What follows belongs to an exercise in optimizing a design on an open flow for small area, a short achievable clock period and few clock cycles per item; a production flow would make more cautious choices. In this exercise RTL edits were held to simulation tests only and were not proved equivalent to the original. Power figures rest on the tool's default switching activity, not on a simulated workload.

==> branch juniper <==
==> flow/design.v <==
package bse_pkg;
    localparam int DEPTH   = 32;
    localparam int DATA_W  = 32;
    localparam int IDX_W   = $clog2(DEPTH);
    localparam int CNT_W   = $clog2(DEPTH + 1);
endpackage
module bse_ctrl (
    input  logic                               clk,
    input  logic                               rst_n,
    input  logic                               in_valid,
    input  logic                               in_last,
    input  logic signed [bse_pkg::DATA_W-1:0]  in_value,
    output logic                               in_ready,
    input  logic                               pop,
    input  logic                               pop_final,
    output logic                               truncated,
    output logic signed [bse_pkg::DATA_W-1:0]  x_value,
    output logic                               y_ins,
    output logic                               y_close,
    output logic signed [bse_pkg::DATA_W-1:0]  y_value
);
    logic [bse_pkg::CNT_W-1:0] cnt_reg;    
    logic [bse_pkg::CNT_W-1:0] occ_reg;    
    logic                      trunc_reg;
    logic                      x_ins, x_close;
    logic                      in_beat, drop;
    assign drop     = (cnt_reg == bse_pkg::CNT_W'(bse_pkg::DEPTH));
    assign in_ready = (occ_reg != bse_pkg::CNT_W'(bse_pkg::DEPTH)) || drop;
    assign in_beat  = in_valid && in_ready;
    always_ff @(posedge clk or negedge rst_n)
    begin
        if (!rst_n)
        begin
            cnt_reg   <= '0;
            occ_reg   <= '0;
            trunc_reg <= 1'b0;
            x_ins     <= 1'b0;
            x_close   <= 1'b0;
            y_ins     <= 1'b0;
            y_close   <= 1'b0;
        end
        else
        begin
            if (in_beat)
            begin
                if (in_last)
                    cnt_reg <= '0;
                else if (!drop)
                    cnt_reg <= cnt_reg + 1'b1;
            end
            occ_reg <= occ_reg + bse_pkg::CNT_W'(in_beat && !drop) - bse_pkg::CNT_W'(pop);
            if (in_beat && drop)
                trunc_reg <= 1'b1;
            else if (pop && pop_final)
                trunc_reg <= 1'b0;
            x_ins   <= in_beat && !drop;
            x_close <= in_beat && in_last;
            y_ins   <= x_ins;
            y_close <= x_close;
        end
    end
    always_ff @(posedge clk)
    begin
        x_value <= in_value;
        y_value <= x_value;
    end
    assign truncated = trunc_reg;
endmodule
module bse_datapath (
    input  logic                               clk,
    input  logic                               rst_n,
    input  logic                               out_ready,
    input  logic signed [bse_pkg::DATA_W-1:0]  x_value,
    input  logic                               y_ins,
    input  logic                               y_close,
    input  logic signed [bse_pkg::DATA_W-1:0]  y_value,
    output logic                               pop,
    output logic                               head_valid,
    output logic                               head_final,
    output logic signed [bse_pkg::DATA_W-1:0]  head
);
    localparam int N = bse_pkg::DEPTH;
    logic signed [bse_pkg::DATA_W-1:0] d_reg [N];   
    logic [N-1:0] v_reg;      
    logic [N-1:0] k_reg;      
    logic [N-1:0] p_reg;      
    logic [N-1:0] c_reg;      
    logic         par_reg;    
    logic [N+1:0] ge;         
    logic [N:0]   cx;         
    logic         xy;         
    logic [1:0]   src [N];    
    localparam logic [1:0] S_HOLD = 2'd0, S_LEFT = 2'd1, S_RIGHT = 2'd2, S_NEW = 2'd3;
    assign head_valid = v_reg[0] && !k_reg[0];
    assign pop        = head_valid && out_ready;
    assign head_final = !v_reg[1] || (p_reg[1] != p_reg[0]);
    assign head       = d_reg[0];
    always_comb
    begin
        ge[0] = 1'b0;
        for (int j = 0; j < N; j++)
            ge[j+1] = y_ins && (!v_reg[j] || (k_reg[j] && c_reg[j]));
        ge[N+1] = y_ins;
        for (int j = 0; j < N; j++)
        begin
            if (!pop)
                src[j] = !ge[j+1] ? S_HOLD : (!ge[j] ? S_NEW : S_LEFT);
            else
                src[j] = !ge[j+2] ? S_RIGHT : (!ge[j+1] ? S_NEW : S_HOLD);
        end
        for (int j = 0; j < N; j++)
            cx[j] = x_value < d_reg[j];
        cx[N] = 1'b1;
        xy = x_value < y_value;
    end
    always_ff @(posedge clk or negedge rst_n)
    begin
        if (!rst_n)
        begin
            v_reg   <= '0;
            k_reg   <= '0;
            par_reg <= 1'b0;
        end
        else
        begin
            for (int j = 0; j < N; j++)
            begin
                case (src[j])
                    S_HOLD:  begin v_reg[j] <= v_reg[j];   k_reg[j] <= k_reg[j];   end
                    S_LEFT:  begin v_reg[j] <= v_reg[j-1]; k_reg[j] <= k_reg[j-1]; end
                    S_RIGHT: begin v_reg[j] <= (j < N-1) ? v_reg[j+1] : 1'b0;
                                   k_reg[j] <= (j < N-1) ? k_reg[j+1] : 1'b0; end
                    default: begin v_reg[j] <= 1'b1;       k_reg[j] <= 1'b1;       end
                endcase
                if (y_close)
                    k_reg[j] <= 1'b0;
            end
            if (y_close)
                par_reg <= !par_reg;
        end
    end
    always_ff @(posedge clk)
    begin
        for (int j = 0; j < N; j++)
        begin
            case (src[j])
                S_HOLD:  begin d_reg[j] <= d_reg[j];   p_reg[j] <= p_reg[j];   c_reg[j] <= cx[j];   end
                S_LEFT:  begin d_reg[j] <= d_reg[j-1]; p_reg[j] <= p_reg[j-1]; c_reg[j] <= cx[j-1]; end
                S_RIGHT: begin d_reg[j] <= (j < N-1) ? d_reg[j+1] : d_reg[j];
                               p_reg[j] <= (j < N-1) ? p_reg[j+1] : p_reg[j];
                               c_reg[j] <= cx[j+1]; end
                default: begin d_reg[j] <= y_value;    p_reg[j] <= par_reg;    c_reg[j] <= xy;      end
            endcase
        end
    end
endmodule
module bubble_sort_engine_core (
    input  logic               clk,
    input  logic               rst_n,
    input  logic               in_valid,
    output logic               in_ready,
    input  logic signed [31:0] in_value,
    input  logic               in_last,
    output logic               out_valid,
    input  logic               out_ready,
    output logic signed [31:0] out_value,
    output logic               out_final,
    output logic               out_truncated
);
    logic                                pop;
    logic signed [bse_pkg::DATA_W-1:0]   x_value;
    logic                                y_ins;
    logic                                y_close;
    logic signed [bse_pkg::DATA_W-1:0]   y_value;
    bse_ctrl u_ctrl (
        .clk       (clk),
        .rst_n     (rst_n),
        .in_valid  (in_valid),
        .in_last   (in_last),
        .in_value  (in_value),
        .in_ready  (in_ready),
        .pop       (pop),
        .pop_final (out_final),
        .truncated (out_truncated),
        .x_value   (x_value),
        .y_ins     (y_ins),
        .y_close   (y_close),
        .y_value   (y_value)
    );
    bse_datapath u_dp (
        .clk        (clk),
        .rst_n      (rst_n),
        .out_ready  (out_ready),
        .x_value    (x_value),
        .y_ins      (y_ins),
        .y_close    (y_close),
        .y_value    (y_value),
        .pop        (pop),
        .head_valid (out_valid),
        .head_final (out_final),
        .head       (out_value)
    );
endmodule
==> flow/run.sh <==
#!/bin/bash
# synth_recipe.tcl (not shown) runs the flow's synth.tcl, then flattens the netlist and writes it again
# the make line also repeats each setting of config.mk as NAME=value (left out here)
make -C /OpenROAD-flow-scripts/flow DESIGN_CONFIG=/design/flow/config.mk WORK_HOME=/design/flow/orfs CLKGATE_MAP_FILE= SYNTH_SCRIPT=/design/flow/synth_recipe.tcl finish
==> flow/config.mk <==
export PLATFORM = sky130hd
export DESIGN_NAME = bubble_sort_engine_core
export DESIGN_NICKNAME = bubble_sort_engine_core
export VERILOG_FILES = /design/flow/design.v
export SDC_FILE = /design/flow/constraint.sdc
export NUM_CORES = 4
export LEC_CHECK = 0
export CAP_MARGIN = 20
export CORE_MARGIN = 2
export CORE_UTILIZATION = 40
export SLEW_MARGIN = 20
==> flow/constraint.sdc <==
create_clock -name core_clock -period 5.0 [get_ports {clk}]
set_input_delay 1.0000 -clock core_clock [delete_from_list [all_inputs] [get_ports {clk}]]
set_output_delay 1.0000 -clock core_clock [all_outputs]
set_load 0.01 [all_outputs]
==> branch maple: changes against branch juniper <==
==> flow/design.v, changed modules only <==
module bse_datapath (
    input  logic                               clk,
    input  logic                               rst_n,
    input  logic                               out_ready,
    input  logic signed [bse_pkg::DATA_W-1:0]  x_value,
    input  logic                               y_ins,
    input  logic                               y_close,
    input  logic signed [bse_pkg::DATA_W-1:0]  y_value,
    output logic                               pop,
    output logic                               head_valid,
    output logic                               head_final,
    output logic signed [bse_pkg::DATA_W-1:0]  head
);
    localparam int N = bse_pkg::DEPTH;
    logic signed [bse_pkg::DATA_W-1:0] d_reg [N];   
    logic [N-1:0] v_reg;      
    logic [N-1:0] k_reg;      
    logic [N-1:0] p_reg;      
    logic [N-1:0] c_reg;      
    logic         par_reg;    
    logic [N+1:0] ge;         
    logic [N:0]   cx;         
    logic         xy;         
    logic [N-1:0] s_hold, s_left, s_right, s_new;   
    function automatic logic lt_s32(input logic [31:0] a, input logic [31:0] b);
        logic [31:0] l0, e0;
        logic [15:0] l1, e1;
        logic [7:0]  l2, e2;
        logic [3:0]  l3, e3;
        logic [1:0]  l4, e4;
        logic [31:0] au, bu;
        au = {~a[31], a[30:0]};
        bu = {~b[31], b[30:0]};
        l0 = ~au & bu;
        e0 = ~(au ^ bu);
        for (int i = 0; i < 16; i++) begin l1[i] = l0[2*i+1] | (e0[2*i+1] & l0[2*i]); e1[i] = e0[2*i+1] & e0[2*i]; end
        for (int i = 0; i < 8; i++)  begin l2[i] = l1[2*i+1] | (e1[2*i+1] & l1[2*i]); e2[i] = e1[2*i+1] & e1[2*i]; end
        for (int i = 0; i < 4; i++)  begin l3[i] = l2[2*i+1] | (e2[2*i+1] & l2[2*i]); e3[i] = e2[2*i+1] & e2[2*i]; end
        for (int i = 0; i < 2; i++)  begin l4[i] = l3[2*i+1] | (e3[2*i+1] & l3[2*i]); e4[i] = e3[2*i+1] & e3[2*i]; end
        lt_s32 = l4[1] | (e4[1] & l4[0]);
    endfunction
    assign head_valid = v_reg[0] && !k_reg[0];
    assign pop        = head_valid && out_ready;
    assign head_final = !v_reg[1] || (p_reg[1] != p_reg[0]);
    assign head       = d_reg[0];
    always_comb
    begin
        ge[0] = 1'b0;
        for (int j = 0; j < N; j++)
            ge[j+1] = y_ins && (!v_reg[j] || (k_reg[j] && c_reg[j]));
        ge[N+1] = y_ins;
        for (int j = 0; j < N; j++)
        begin
            s_hold[j]  = pop ? ge[j+1]                : !ge[j+1];
            s_left[j]  = !pop && ge[j+1] && ge[j];
            s_right[j] = pop && !ge[j+2];
            s_new[j]   = pop ? (ge[j+2] && !ge[j+1]) : (ge[j+1] && !ge[j]);
        end
        for (int j = 0; j < N; j++)
            cx[j] = lt_s32(x_value, d_reg[j]);
        cx[N] = 1'b1;
        xy = lt_s32(x_value, y_value);
    end
    always_ff @(posedge clk or negedge rst_n)
    begin
        if (!rst_n)
        begin
            v_reg   <= '0;
            k_reg   <= '0;
            par_reg <= 1'b0;
        end
        else
        begin
            for (int j = 0; j < N; j++)
            begin
                v_reg[j] <= (s_hold[j] & v_reg[j]) | (s_new[j])
                          | ((j > 0) ? (s_left[j] & v_reg[j-1]) : 1'b0)
                          | ((j < N-1) ? (s_right[j] & v_reg[j+1]) : 1'b0);
                k_reg[j] <= !y_close & ((s_hold[j] & k_reg[j]) | (s_new[j])
                          | ((j > 0) ? (s_left[j] & k_reg[j-1]) : 1'b0)
                          | ((j < N-1) ? (s_right[j] & k_reg[j+1]) : 1'b0));
            end
            if (y_close)
                par_reg <= !par_reg;
        end
    end
    always_ff @(posedge clk)
    begin
        for (int j = 0; j < N; j++)
        begin
            d_reg[j] <= ({bse_pkg::DATA_W{s_hold[j]}} & d_reg[j])
                      | ({bse_pkg::DATA_W{s_new[j]}} & y_value)
                      | ((j > 0) ? ({bse_pkg::DATA_W{s_left[j]}} & d_reg[j-1]) : '0)
                      | ((j < N-1) ? ({bse_pkg::DATA_W{s_right[j]}} & d_reg[j+1]) : '0);
            p_reg[j] <= (s_hold[j] & p_reg[j]) | (s_new[j] & par_reg)
                      | ((j > 0) ? (s_left[j] & p_reg[j-1]) : 1'b0)
                      | ((j < N-1) ? (s_right[j] & p_reg[j+1]) : 1'b0);
            c_reg[j] <= (s_hold[j] & cx[j]) | (s_new[j] & xy)
                      | ((j > 0) ? (s_left[j] & cx[j-1]) : 1'b0)
                      | (s_right[j] & cx[j+1]);
        end
    end
endmodule
==> branch xenon: changes against branch juniper <==
==> flow/design.v, changed modules only <==
module bse_datapath (
    input  logic                               clk,
    input  logic                               rst_n,
    input  logic                               out_ready,
    input  logic signed [bse_pkg::DATA_W-1:0]  x_value,
    input  logic                               y_ins,
    input  logic                               y_close,
    input  logic signed [bse_pkg::DATA_W-1:0]  y_value,
    output logic                               pop,
    output logic                               head_valid,
    output logic                               head_final,
    output logic signed [bse_pkg::DATA_W-1:0]  head
);
    localparam int N = bse_pkg::DEPTH;
    logic signed [bse_pkg::DATA_W-1:0] d_reg [N];   
    logic [N-1:0] v_reg;      
    logic [N-1:0] k_reg;      
    logic [N-1:0] p_reg;      
    logic [N-1:0] c_reg;      
    logic         par_reg;    
    logic [N+1:0] ge;         
    logic [N:0]   cx;         
    logic         xy;         
    logic [N-1:0] s_hold, s_left, s_right, s_new;   
    function automatic logic lt_s32(input logic [31:0] a, input logic [31:0] b);
        logic [31:0] l0, e0;
        logic [15:0] l1, e1;
        logic [7:0]  l2, e2;
        logic [3:0]  l3, e3;
        logic [1:0]  l4, e4;
        logic [31:0] au, bu;
        au = {~a[31], a[30:0]};
        bu = {~b[31], b[30:0]};
        l0 = ~au & bu;
        e0 = ~(au ^ bu);
        for (int i = 0; i < 16; i++) begin l1[i] = l0[2*i+1] | (e0[2*i+1] & l0[2*i]); e1[i] = e0[2*i+1] & e0[2*i]; end
        for (int i = 0; i < 8; i++)  begin l2[i] = l1[2*i+1] | (e1[2*i+1] & l1[2*i]); e2[i] = e1[2*i+1] & e1[2*i]; end
        for (int i = 0; i < 4; i++)  begin l3[i] = l2[2*i+1] | (e2[2*i+1] & l2[2*i]); e3[i] = e2[2*i+1] & e2[2*i]; end
        for (int i = 0; i < 2; i++)  begin l4[i] = l3[2*i+1] | (e3[2*i+1] & l3[2*i]); e4[i] = e3[2*i+1] & e3[2*i]; end
        lt_s32 = l4[1] | (e4[1] & l4[0]);
    endfunction
    assign head_valid = v_reg[0] && !k_reg[0];
    assign pop        = head_valid && out_ready;
    assign head_final = !v_reg[1] || (p_reg[1] != p_reg[0]);
    assign head       = d_reg[0];
    always_comb
    begin
        ge[0] = 1'b0;
        for (int j = 0; j < N; j++)
            ge[j+1] = y_ins && (!v_reg[j] || (k_reg[j] && c_reg[j]));
        ge[N+1] = y_ins;
        for (int j = 0; j < N; j++)
        begin
            s_hold[j]  = pop ? ge[j+1]                : !ge[j+1];
            s_left[j]  = !pop && ge[j+1] && ge[j];
            s_right[j] = pop && !ge[j+2];
            s_new[j]   = pop ? (ge[j+2] && !ge[j+1]) : (ge[j+1] && !ge[j]);
        end
        for (int j = 0; j < N; j++)
            cx[j] = lt_s32(x_value, d_reg[j]);
        cx[N] = 1'b1;
        xy = lt_s32(x_value, y_value);
    end
    always_ff @(posedge clk or negedge rst_n)
    begin
        if (!rst_n)
        begin
            v_reg   <= '0;
            k_reg   <= '0;
            par_reg <= 1'b0;
        end
        else
        begin
            for (int j = 0; j < N; j++)
            begin
                v_reg[j] <= (s_hold[j] & v_reg[j]) | (s_new[j])
                          | ((j > 0) ? (s_left[j] & v_reg[j-1]) : 1'b0)
                          | ((j < N-1) ? (s_right[j] & v_reg[j+1]) : 1'b0);
                k_reg[j] <= !y_close & ((s_hold[j] & k_reg[j]) | (s_new[j])
                          | ((j > 0) ? (s_left[j] & k_reg[j-1]) : 1'b0)
                          | ((j < N-1) ? (s_right[j] & k_reg[j+1]) : 1'b0));
            end
            if (y_close)
                par_reg <= !par_reg;
        end
    end
    always_ff @(posedge clk)
    begin
        for (int j = 0; j < N; j++)
        begin
            d_reg[j] <= ({bse_pkg::DATA_W{s_hold[j]}} & d_reg[j])
                      | ({bse_pkg::DATA_W{s_new[j]}} & y_value)
                      | ((j > 0) ? ({bse_pkg::DATA_W{s_left[j]}} & d_reg[j-1]) : '0)
                      | ((j < N-1) ? ({bse_pkg::DATA_W{s_right[j]}} & d_reg[j+1]) : '0);
            p_reg[j] <= (s_hold[j] & p_reg[j]) | (s_new[j] & par_reg)
                      | ((j > 0) ? (s_left[j] & p_reg[j-1]) : 1'b0)
                      | ((j < N-1) ? (s_right[j] & p_reg[j+1]) : 1'b0);
            c_reg[j] <= (s_hold[j] & cx[j]) | (s_new[j] & xy)
                      | ((j > 0) ? (s_left[j] & cx[j-1]) : 1'b0)
                      | (s_right[j] & cx[j+1]);
        end
    end
endmodule
SETUP_SLACK_MARGIN = 2.4   (was not set)
==> results_dict.tcl <==
set metrics [dict create \
    met2_usage 0.407 \
    detail_route.first_pass.iterations 6 \
    yosys_warnings 8 \
    clk_pin_slew_ns 0.05 \
    globalRouteMet3Util 0.0277 \
    result_of_the_run "complete, no violations" \
    insertion_delay_ns 0.80 \
    dr_total_vias 70100 \
    cts.repair.resized 0 \
    synth_largest_area_cell "sky130_fd_sc_hd__edfxtp_1" \
    met3_length_microns 16400 \
    critical_path.max_stage_delay_ns 0.97 \
    worst_path_buffer_plus_inverter_count 2 \
    layout.clock_buffers 184 \
    routed_wl_microns 263000 \
    largest_net_degree_at_the_start_of_global_routing 69 \
    pwr-share-seq 0.365 \
    drive_gt1_frac 0.0699 \
    dp_hpwl_microns 209000 \
    post-layout-total-power_uw 68200 \
]
-- figures above: branch juniper

==> results_dict.tcl <==
set metrics [dict create \
    worst_path_buffer_plus_inverter_count 3 \
    post-layout-total-power_uw 47600 \
    pwr-share-seq 0.374 \
    insertion_delay_ns 0.79 \
    detail_route.first_pass.iterations 14 \
    dp_hpwl_microns 183000 \
    synth_largest_area_cell "sky130_fd_sc_hd__dfxtp_1" \
    dr_total_vias 66300 \
    drive_gt1_frac 0.0610 \
    largest_net_degree_at_the_start_of_global_routing 58 \
    async_reset_ff_frac 0.0665 \
    critical_path.max_stage_delay_ns 0.64 \
    result_of_the_run "complete, no violations" \
    met2_usage 0.436 \
    yosys_warnings 3 \
    clk_pin_slew_ns 0.06 \
    routed_wl_microns 237000 \
]
-- figures above: branch maple

==> results_dict.tcl <==
set metrics [dict create \
    result_of_the_run "complete, no violations" \
    critical_path.max_stage_delay_ns 0.39 \
    dp_hpwl_microns 182000 \
    globalRouteMet3Util 0.0300 \
    cts.repair.resized 560 \
    insertion_delay_ns 0.81 \
    clk_pin_slew_ns 0.06 \
    drive_gt1_frac 0.142 \
    largest_net_degree_at_the_start_of_global_routing 64 \
    met3_length_microns 17400 \
    met2_usage 0.444 \
    detail_route.first_pass.iterations 15 \
    synth_largest_area_cell "sky130_fd_sc_hd__dfxtp_1" \
    synth_compound_gate_area_share 0.235 \
    dr_total_vias 68300 \
    layout.clock_buffers 204 \
    pwr-share-seq 0.360 \
    yosys_warnings 3 \
]
-- figures above: branch xenon

Testbench counts of branch juniper, summed over its fixed seeds: cycles 7,169, items 6,824.
Testbench counts of branch maple, summed over its fixed seeds: cycles 7,169, items 6,824.
Testbench counts of branch xenon, summed over its fixed seeds: cycles 7,169, items 6,824.

re-timing with driven ports:
Ports are ideal in the flow. The routed layouts listed here were re-timed in OpenROAD. Step 1 assumes that a clkbuf_16 drives the clock port and a buf_2 every other input. Step 2 times the ports against the registers' clock, not the clock port: input delays grow and output delays shrink by t, the midpoint of the rising clock arrivals with the driver on. a / b / c = ideal ports / drivers / drivers and shift; a / b = the first two.
| run | t (ns) | slack for setup (ns) | worst setup path at the end | latest minus earliest clock arrival (ns) |
|---|---|---|---|---|
| branch juniper | 0.861 | 0.840 / 0.840 / 0.605 | input to register | 0.036 / 0.035 |
| branch maple | 0.857 | 1.362 / 1.362 / 1.173 | input to register | 0.027 / 0.027 |
| branch xenon | 0.877 | 2.143 / 2.056 / 1.450 | input to register | 0.044 / 0.044 |
After both steps every run listed still meets setup and hold. For branch xenon, which loses most, drivers alone change the setup slack by -0.087 ns; drivers and shift together by -0.693 ns.
